Context: an optimization exercise on an open-source flow, tuned for a short achievable clock period and few clock cycles per item. The choices shown serve that exercise and are no tape-out recipe. At most, simulation tests tie the RTL to the original design; equivalence was not proved.

==> inputs of 08-05 <==
==> flow/design.v <==
`timescale 1ns/1ps
module ascon_round (
    input  wire [319:0] state_i,
    input  wire [7:0]   round_const_i,
    output wire [319:0] state_o
);
    reg [63:0] x0, x1, x2, x3, x4;
    reg [63:0] t0, t1, t2, t3, t4;
    always @(*) begin
        x0 = state_i[319:256];
        x1 = state_i[255:192];
        x2 = state_i[191:128] ^ {56'd0, round_const_i};
        x3 = state_i[127:64];
        x4 = state_i[63:0];
        x0 = x0 ^ x4;
        x4 = x4 ^ x3;
        x2 = x2 ^ x1;
        t0 = ~x0 & x1;
        t1 = ~x1 & x2;
        t2 = ~x2 & x3;
        t3 = ~x3 & x4;
        t4 = ~x4 & x0;
        x0 = x0 ^ t1;
        x1 = x1 ^ t2;
        x2 = x2 ^ t3;
        x3 = x3 ^ t4;
        x4 = x4 ^ t0;
        x1 = x1 ^ x0;
        x0 = x0 ^ x4;
        x3 = x3 ^ x2;
        x2 = ~x2;
    end
    assign state_o[319:256] = x0 ^ {x0[18:0], x0[63:19]} ^ {x0[27:0], x0[63:28]};
    assign state_o[255:192] = x1 ^ {x1[60:0], x1[63:61]} ^ {x1[38:0], x1[63:39]};
    assign state_o[191:128] = x2 ^ {x2[0],    x2[63:1]}  ^ {x2[5:0],  x2[63:6]};
    assign state_o[127:64]  = x3 ^ {x3[9:0],  x3[63:10]} ^ {x3[16:0], x3[63:17]};
    assign state_o[63:0]    = x4 ^ {x4[6:0],  x4[63:7]}  ^ {x4[40:0], x4[63:41]};
endmodule
`timescale 1ns/1ps
module keystream_engine (
    input  wire         clk_core_slow_i,
    input  wire         rst_ni,
    input  wire         load_i,
    input  wire [319:0] absorb_state_i,
    output wire [319:0] state_o,
    output wire         busy_o
);
    localparam [319:0] STATE_INIT = {
        64'h32def87181d97180,
        64'h5e08195f024d70a5,
        64'h470c5742d5b5e50e,
        64'hc9c0ab2425b50d55,
        64'h8dc8253a813db70c
    };
    localparam ENG_IDLE = 1'b0;
    localparam ENG_RUN  = 1'b1;
    reg         eng_state_q;
    reg [2:0]   rnd_cnt_q;
    reg [319:0] state_q;
    reg [7:0]   round_const;
    wire [319:0] round_state;
    always @(*) begin
        case (rnd_cnt_q)
            3'd0:    round_const = 8'h96;
            3'd1:    round_const = 8'h87;
            3'd2:    round_const = 8'h78;
            3'd3:    round_const = 8'h69;
            3'd4:    round_const = 8'h5a;
            3'd5:    round_const = 8'h4b;
            default: round_const = 8'h00;
        endcase
    end
    ascon_round i_ascon_round (
        .state_i       (state_q),
        .round_const_i (round_const),
        .state_o       (round_state)
    );
    always @(posedge clk_core_slow_i or negedge rst_ni) begin
        if (!rst_ni) begin
            eng_state_q <= ENG_IDLE;
            rnd_cnt_q   <= 3'd0;
            state_q     <= STATE_INIT;
        end else begin
            case (eng_state_q)
                ENG_IDLE: begin
                    if (load_i) begin
                        state_q     <= absorb_state_i;
                        rnd_cnt_q   <= 3'd0;
                        eng_state_q <= ENG_RUN;
                    end
                end
                default: begin
                    state_q <= round_state;
                    if (rnd_cnt_q == 3'd5) begin
                        rnd_cnt_q   <= 3'd0;
                        eng_state_q <= ENG_IDLE;
                    end else begin
                        rnd_cnt_q <= rnd_cnt_q + 3'd1;
                    end
                end
            endcase
        end
    end
    assign state_o = state_q;
    assign busy_o  = (eng_state_q == ENG_RUN);
endmodule
`timescale 1ns/1ps
module patch_pipeline (
    input  wire         clk_core_slow_i,
    input  wire         rst_ni,
    input  wire         shift_i,
    input  wire [319:0] patch_i,
    input  wire [1:0]   sel_patch_i,
    input  wire [15:0]  addr_i,
    output reg  [319:0] patch_o,
    output reg          redirect_hit_o,
    output reg  [15:0]  redirect_addr_o,
    output wire         redirect_tag_o
);
    localparam NUM_REDIRECTS = 11;
    reg [319:0] patch_if_q;
    reg [319:0] patch_id_q;
    reg [319:0] patch_ex_q;
    always @(posedge clk_core_slow_i or negedge rst_ni) begin
        if (!rst_ni) begin
            patch_if_q <= 320'd0;
            patch_id_q <= 320'd0;
            patch_ex_q <= 320'd0;
        end else if (shift_i) begin
            patch_if_q <= patch_i;
            patch_id_q <= patch_if_q;
            patch_ex_q <= patch_id_q;
        end
    end
    always @(*) begin
        case (sel_patch_i)
            2'd1:    patch_o = patch_if_q;
            2'd2:    patch_o = patch_id_q;
            2'd3:    patch_o = patch_ex_q;
            default: patch_o = 320'd0;
        endcase
    end
    integer i;
    always @(*) begin
        redirect_hit_o  = 1'b0;
        redirect_addr_o = 16'd0;
        for (i = NUM_REDIRECTS - 1; i >= 0; i = i - 1) begin
            if (patch_id_q[307 - 28*i -: 14] == addr_i[15:2]) begin
                redirect_hit_o  = 1'b1;
                redirect_addr_o = {patch_id_q[293 - 28*i -: 14], 2'b00};
            end
        end
    end
    assign redirect_tag_o = (patch_id_q[319:308] == 12'hfff);
endmodule
`timescale 1ns/1ps
module fetch_decryptor (
    input  wire         clk_core_slow_i,
    input  wire         rst_ni,
    input  wire [31:0]  req_cipher_i,
    input  wire         req_init_state_i,
    input  wire         req_apply_patch_i,
    input  wire         req_valid_i,
    output wire         req_ready_o,
    output wire [31:0]  rsp_plain_o,
    output wire         rsp_redirect_hit_o,
    output wire [15:0]  rsp_redirect_addr_o,
    output wire         rsp_redirect_tag_o,
    output wire         rsp_valid_o,
    input  wire         rsp_ready_i,
    input  wire [319:0] state_i,
    input  wire         busy_i,
    input  wire [319:0] patch_i,
    input  wire         redirect_hit_i,
    input  wire [15:0]  redirect_addr_i,
    input  wire         redirect_tag_i,
    output wire         accept_o,
    output wire [319:0] absorb_state_o
);
    localparam [319:0] STATE_INIT = {
        64'h32def87181d97180,
        64'h5e08195f024d70a5,
        64'h470c5742d5b5e50e,
        64'hc9c0ab2425b50d55,
        64'h8dc8253a813db70c
    };
    wire [319:0] base_state;
    wire [319:0] patched_state;
    wire [31:0]  plain;
    reg  [31:0]  plain_q;
    reg          redirect_hit_q;
    reg  [15:0]  redirect_addr_q;
    reg          redirect_tag_q;
    reg          rsp_valid_q;
    assign base_state    = req_init_state_i ? STATE_INIT : state_i;
    assign patched_state = req_apply_patch_i ? (base_state ^ patch_i) : base_state;
    assign plain = patched_state[319:288] ^ req_cipher_i;
    assign absorb_state_o = {req_cipher_i, patched_state[287:0]};
    assign req_ready_o = !busy_i && (!rsp_valid_q || rsp_ready_i);
    assign accept_o    = req_valid_i && req_ready_o;
    always @(posedge clk_core_slow_i or negedge rst_ni) begin
        if (!rst_ni) begin
            rsp_valid_q <= 1'b0;
        end else if (accept_o) begin
            rsp_valid_q <= 1'b1;
        end else if (rsp_ready_i) begin
            rsp_valid_q <= 1'b0;
        end
    end
    always @(posedge clk_core_slow_i) begin
        if (accept_o) begin
            plain_q         <= plain;
            redirect_hit_q  <= redirect_hit_i;
            redirect_addr_q <= redirect_addr_i;
            redirect_tag_q  <= redirect_tag_i;
        end
    end
    assign rsp_plain_o         = plain_q;
    assign rsp_redirect_hit_o  = redirect_hit_q;
    assign rsp_redirect_addr_o = redirect_addr_q;
    assign rsp_redirect_tag_o  = redirect_tag_q;
    assign rsp_valid_o         = rsp_valid_q;
endmodule
`timescale 1ns/1ps
module ascon_fetch (
    input  wire         clk_core_slow_i,
    input  wire         rst_ni,
    input  wire [15:0]  req_addr_i,
    input  wire [31:0]  req_cipher_i,
    input  wire [319:0] req_patch_i,
    input  wire         req_init_state_i,
    input  wire         req_apply_patch_i,
    input  wire [1:0]   req_sel_patch_i,
    input  wire         req_valid_i,
    output wire         req_ready_o,
    output wire [31:0]  rsp_plain_o,
    output wire         rsp_redirect_hit_o,
    output wire [15:0]  rsp_redirect_addr_o,
    output wire         rsp_redirect_tag_o,
    output wire         rsp_valid_o,
    input  wire         rsp_ready_i
);
    wire         accept;
    wire         engine_busy;
    wire [319:0] engine_state;
    wire [319:0] absorb_state;
    wire [319:0] sel_patch;
    wire         redirect_hit;
    wire [15:0]  redirect_addr;
    wire         redirect_tag;
    patch_pipeline i_patch_pipeline (
        .clk_core_slow_i (clk_core_slow_i),
        .rst_ni          (rst_ni),
        .shift_i         (accept),
        .patch_i         (req_patch_i),
        .sel_patch_i     (req_sel_patch_i),
        .addr_i          (req_addr_i),
        .patch_o         (sel_patch),
        .redirect_hit_o  (redirect_hit),
        .redirect_addr_o (redirect_addr),
        .redirect_tag_o  (redirect_tag)
    );
    keystream_engine i_keystream_engine (
        .clk_core_slow_i (clk_core_slow_i),
        .rst_ni          (rst_ni),
        .load_i          (accept),
        .absorb_state_i  (absorb_state),
        .state_o         (engine_state),
        .busy_o          (engine_busy)
    );
    fetch_decryptor i_fetch_decryptor (
        .clk_core_slow_i     (clk_core_slow_i),
        .rst_ni              (rst_ni),
        .req_cipher_i        (req_cipher_i),
        .req_init_state_i    (req_init_state_i),
        .req_apply_patch_i   (req_apply_patch_i),
        .req_valid_i         (req_valid_i),
        .req_ready_o         (req_ready_o),
        .rsp_plain_o         (rsp_plain_o),
        .rsp_redirect_hit_o  (rsp_redirect_hit_o),
        .rsp_redirect_addr_o (rsp_redirect_addr_o),
        .rsp_redirect_tag_o  (rsp_redirect_tag_o),
        .rsp_valid_o         (rsp_valid_o),
        .rsp_ready_i         (rsp_ready_i),
        .state_i             (engine_state),
        .busy_i              (engine_busy),
        .patch_i             (sel_patch),
        .redirect_hit_i      (redirect_hit),
        .redirect_addr_i     (redirect_addr),
        .redirect_tag_i      (redirect_tag),
        .accept_o            (accept),
        .absorb_state_o      (absorb_state)
    );
endmodule
==> flow/run.sh <==
#!/bin/bash
# synth_recipe.tcl (not shown) runs the flow's synth.tcl, then flattens the netlist and writes it again
# the make line also repeats each setting of config.mk as NAME=value (left out here)
make -C /OpenROAD-flow-scripts/flow DESIGN_CONFIG=/design/flow/config.mk WORK_HOME=/design/flow/orfs CLKGATE_MAP_FILE= SYNTH_SCRIPT=/design/flow/synth_recipe.tcl finish
==> flow/config.mk <==
export PLATFORM = sky130hd
export DESIGN_NAME = ascon_fetch
export DESIGN_NICKNAME = ascon_fetch
export VERILOG_FILES = /design/flow/design.v
export SDC_FILE = /design/flow/constraint.sdc
export NUM_CORES = 4
export LEC_CHECK = 0
export CAP_MARGIN = 20
export CORE_MARGIN = 2
export CORE_UTILIZATION = 40
export SLEW_MARGIN = 20
==> flow/constraint.sdc <==
create_clock -name core_clock -period 6.0 [get_ports {clk_core_slow_i}]
set_input_delay 1.2000 -clock core_clock [delete_from_list [all_inputs] [get_ports {clk_core_slow_i}]]
set_output_delay 1.2000 -clock core_clock [all_outputs]
set_load 0.01 [all_outputs]
==> 03-04 (differences from 08-05) <==
--- a/flow/design.v
+++ b/flow/design.v
@@ -42,65 +42,33 @@
     input  wire         rst_ni,
-    input  wire         load_i,
-    input  wire [319:0] absorb_state_i,
-    output wire [319:0] state_o,
-    output wire         busy_o
-);
-    localparam [319:0] STATE_INIT = {
-        64'h32def87181d97180,
-        64'h5e08195f024d70a5,
-        64'h470c5742d5b5e50e,
-        64'hc9c0ab2425b50d55,
-        64'h8dc8253a813db70c
-    };
-    localparam ENG_IDLE = 1'b0;
-    localparam ENG_RUN  = 1'b1;
-    reg         eng_state_q;
-    reg [2:0]   rnd_cnt_q;
-    reg [319:0] state_q;
-    reg [7:0]   round_const;
-    wire [319:0] round_state;
-    always @(*) begin
-        case (rnd_cnt_q)
-            3'd0:    round_const = 8'h96;
-            3'd1:    round_const = 8'h87;
-            3'd2:    round_const = 8'h78;
-            3'd3:    round_const = 8'h69;
-            3'd4:    round_const = 8'h5a;
-            3'd5:    round_const = 8'h4b;
-            default: round_const = 8'h00;
-        endcase
-    end
-    ascon_round i_ascon_round (
-        .state_i       (state_q),
-        .round_const_i (round_const),
-        .state_o       (round_state)
-    );
+    input  wire         start_i,       
+    input  wire         keep_i,        
+    input  wire [287:0] mix_i,         
+    input  wire [31:0]  cipher_i,
+    output wire [319:0] state_o,       
+    output wire         busy_o         
+);
+    reg  [319:0] state_q;
+    reg  [319:0] half_q;
+    reg          busy_q;
+    wire [319:0] absorb = {cipher_i, (state_q[287:0] & {288{keep_i}}) ^ mix_i};
+    wire [319:0] a0, a1, a2, b0, b1, b2;
+    ascon_round i_a0 (.state_i(absorb), .round_const_i(8'h96), .state_o(a0));
+    ascon_round i_a1 (.state_i(a0),     .round_const_i(8'h87), .state_o(a1));
+    ascon_round i_a2 (.state_i(a1),     .round_const_i(8'h78), .state_o(a2));
+    ascon_round i_b0 (.state_i(half_q), .round_const_i(8'h69), .state_o(b0));
+    ascon_round i_b1 (.state_i(b0),     .round_const_i(8'h5a), .state_o(b1));
+    ascon_round i_b2 (.state_i(b1),     .round_const_i(8'h4b), .state_o(b2));
     always @(posedge clk_core_slow_i or negedge rst_ni) begin
         if (!rst_ni) begin
-            eng_state_q <= ENG_IDLE;
-            rnd_cnt_q   <= 3'd0;
-            state_q     <= STATE_INIT;
+            busy_q <= 1'b0;
         end else begin
-            case (eng_state_q)
-                ENG_IDLE: begin
-                    if (load_i) begin
-                        state_q     <= absorb_state_i;
-                        rnd_cnt_q   <= 3'd0;
-                        eng_state_q <= ENG_RUN;
-                    end
-                end
-                default: begin
-                    state_q <= round_state;
-                    if (rnd_cnt_q == 3'd5) begin
-                        rnd_cnt_q   <= 3'd0;
-                        eng_state_q <= ENG_IDLE;
-                    end else begin
-                        rnd_cnt_q <= rnd_cnt_q + 3'd1;
-                    end
-                end
-            endcase
-        end
+            busy_q <= start_i;
+        end
+    end
+    always @(posedge clk_core_slow_i) begin
+        half_q <= a2;
+        if (busy_q) state_q <= b2;
     end
     assign state_o = state_q;
-    assign busy_o  = (eng_state_q == ENG_RUN);
+    assign busy_o  = busy_q;
 endmodule
@@ -177,3 +145,6 @@
     output wire         accept_o,
-    output wire [319:0] absorb_state_o
+    output wire         start_o,
+    output wire         keep_o,
+    output wire [287:0] mix_o,
+    output wire [31:0]  cipher_o
 );
@@ -186,5 +157,11 @@
     };
-    wire [319:0] base_state;
-    wire [319:0] patched_state;
-    wire [31:0]  plain;
+    reg          fresh_q;      
+    reg          v1_q;
+    reg          keep1_q;
+    reg  [287:0] mix1_q;
+    reg  [31:0]  cipher1_q;
+    reg  [31:0]  mixc1_q;      
+    reg          hit1_q;
+    reg  [15:0]  raddr1_q;
+    reg          tag1_q;
     reg  [31:0]  plain_q;
@@ -194,7 +171,7 @@
     reg          rsp_valid_q;
-    assign base_state    = req_init_state_i ? STATE_INIT : state_i;
-    assign patched_state = req_apply_patch_i ? (base_state ^ patch_i) : base_state;
-    assign plain = patched_state[319:288] ^ req_cipher_i;
-    assign absorb_state_o = {req_cipher_i, patched_state[287:0]};
-    assign req_ready_o = !busy_i && (!rsp_valid_q || rsp_ready_i);
+    wire         advance = !rsp_valid_q || rsp_ready_i;
+    wire         init    = req_init_state_i || fresh_q;
+    wire [319:0] mix     = (req_apply_patch_i ? patch_i : 320'd0) ^ (init ? STATE_INIT : 320'd0);
+    assign start_o     = v1_q && !busy_i && advance;
+    assign req_ready_o = advance && (!v1_q || !busy_i);
     assign accept_o    = req_valid_i && req_ready_o;
@@ -202,7 +179,11 @@
         if (!rst_ni) begin
+            fresh_q     <= 1'b1;
+            v1_q        <= 1'b0;
             rsp_valid_q <= 1'b0;
-        end else if (accept_o) begin
-            rsp_valid_q <= 1'b1;
-        end else if (rsp_ready_i) begin
-            rsp_valid_q <= 1'b0;
+        end else begin
+            if (accept_o) fresh_q <= 1'b0;
+            if (accept_o)     v1_q <= 1'b1;
+            else if (start_o) v1_q <= 1'b0;
+            if (start_o)          rsp_valid_q <= 1'b1;
+            else if (rsp_ready_i) rsp_valid_q <= 1'b0;
         end
@@ -211,8 +192,22 @@
         if (accept_o) begin
-            plain_q         <= plain;
-            redirect_hit_q  <= redirect_hit_i;
-            redirect_addr_q <= redirect_addr_i;
-            redirect_tag_q  <= redirect_tag_i;
-        end
-    end
+            keep1_q   <= !init;
+            mix1_q    <= mix[287:0];
+            cipher1_q <= req_cipher_i;
+            mixc1_q   <= mix[319:288] ^ req_cipher_i;
+            hit1_q    <= redirect_hit_i;
+            raddr1_q  <= redirect_addr_i;
+            tag1_q    <= redirect_tag_i;
+        end
+    end
+    always @(posedge clk_core_slow_i) begin
+        if (start_o) begin
+            plain_q         <= (state_i[319:288] & {32{keep1_q}}) ^ mixc1_q;
+            redirect_hit_q  <= hit1_q;
+            redirect_addr_q <= raddr1_q;
+            redirect_tag_q  <= tag1_q;
+        end
+    end
+    assign keep_o   = keep1_q;
+    assign mix_o    = mix1_q;
+    assign cipher_o = cipher1_q;
     assign rsp_plain_o         = plain_q;
@@ -243,5 +238,8 @@
     wire         accept;
+    wire         start;
+    wire         keep;
+    wire [287:0] mix;
+    wire [31:0]  cipher;
+    wire [319:0] engine_state;
     wire         engine_busy;
-    wire [319:0] engine_state;
-    wire [319:0] absorb_state;
     wire [319:0] sel_patch;
@@ -265,4 +263,6 @@
         .rst_ni          (rst_ni),
-        .load_i          (accept),
-        .absorb_state_i  (absorb_state),
+        .start_i         (start),
+        .keep_i          (keep),
+        .mix_i           (mix),
+        .cipher_i        (cipher),
         .state_o         (engine_state),
@@ -291,3 +291,6 @@
         .accept_o            (accept),
-        .absorb_state_o      (absorb_state)
+        .start_o             (start),
+        .keep_o              (keep),
+        .mix_o               (mix),
+        .cipher_o            (cipher)
     );
- CORE_UTILIZATION: 40 -> 55
- SETUP_SLACK_MARGIN: default -> 1.5
==> comparison table <==
quantity                                                                               08-05                     03-04
Resized cells post-CTS                                                                     0                       500
Number of flip-flops and latches in the synthesized netlist                             1333                      2021
Post-Syn Instances                                                                      9782                     15600
Fraction of registers with async set/reset                                             0.964                     0.477
Pre-CTS WS                                                                          0.855 ns                 -0.563 ns
Dpl cell area                                                                     0.0894 mm2                 0.214 mm2
Summed instance area of the synthesized netlist                                   0.0822 mm2                 0.174 mm2
Std cell rows                                                                            166                       206
Setup Buffers After CTS                                                                    0                        66
Cell total after placement                                                             12500                     23800
Synthesized-area fraction occupied by ao, oa, aoi and oai cells                        0.124                    0.0289
Mux share of post-synthesis cell area                                                 0.0626                     0.105
Sequential cell area fraction in the yosys report                                      0.411                     0.302
Post-Synth Simple-Gate Area                                                            0.191                    0.0517
Library cells used by synthesis                                                           70                       102
Initial cell density of the core                                                       0.402                     0.553
Adder and majority cell fraction of the synthesized area                              0.0234                    0.0713
Number of sinks driven by the clock tree                                                1333                      2021
Detailed-placement wirelength estimate                                             300000 um                 794000 um
Total clock buffers created by CTS                                                       165                       207
Global placer's final weighted congestion                                               1.02                      1.26
Outcome                                                             timing/DRC/antenna clean    stopped before the end
Failing step                                                                               -            global routing
Most numerous cell in the Yosys netlist                             sky130_fd_sc_hd__nand2_1  sky130_fd_sc_hd__xnor2_1
Xor and xnor fraction of the mapped netlist area                                       0.149                     0.416
Library cell occupying the most area in the post-synthesis netlist  sky130_fd_sc_hd__dfrtp_1  sky130_fd_sc_hd__xnor2_1
Testbench counts of 08-05, summed over its fixed seeds: cycles 16,760, items 2,400.
The RTL of 03-04 was laid out without a check of its function.

static timing again, ports no longer ideal:
The results above use ideal ports. As a check the final layout listed here was re-extracted and re-timed, cells and wires unchanged.
Step 1: set_driving_cell puts a clkbuf_16 on clk_core_slow_i and a buf_2 on each other input, an assumption about the parent block.
Step 2 adds t to the input delays and takes it off the output delays; t is the mean of the earliest and latest rising clock arrival at the registers after step 1. Input paths then give back, and output paths get back, about the clock's delay inside the block.
Slacks: ideal / step 1 / step 2; pairs: ideal / step 1.
run: 08-05
shift t [ns]: 0.923
setup slack, ns: 1.370 / 1.450 / 0.527
hold WS [ns]: 0.278 / 0.262 / 0.469
latest minus earliest clock arrival (ns): 0.034 / 0.034
pins driven straight from the clock port: 1
After both steps setup and hold are still met in 08-05. The setup slack of 08-05 moves by +0.080 ns with the drivers and by -0.843 ns with both steps.
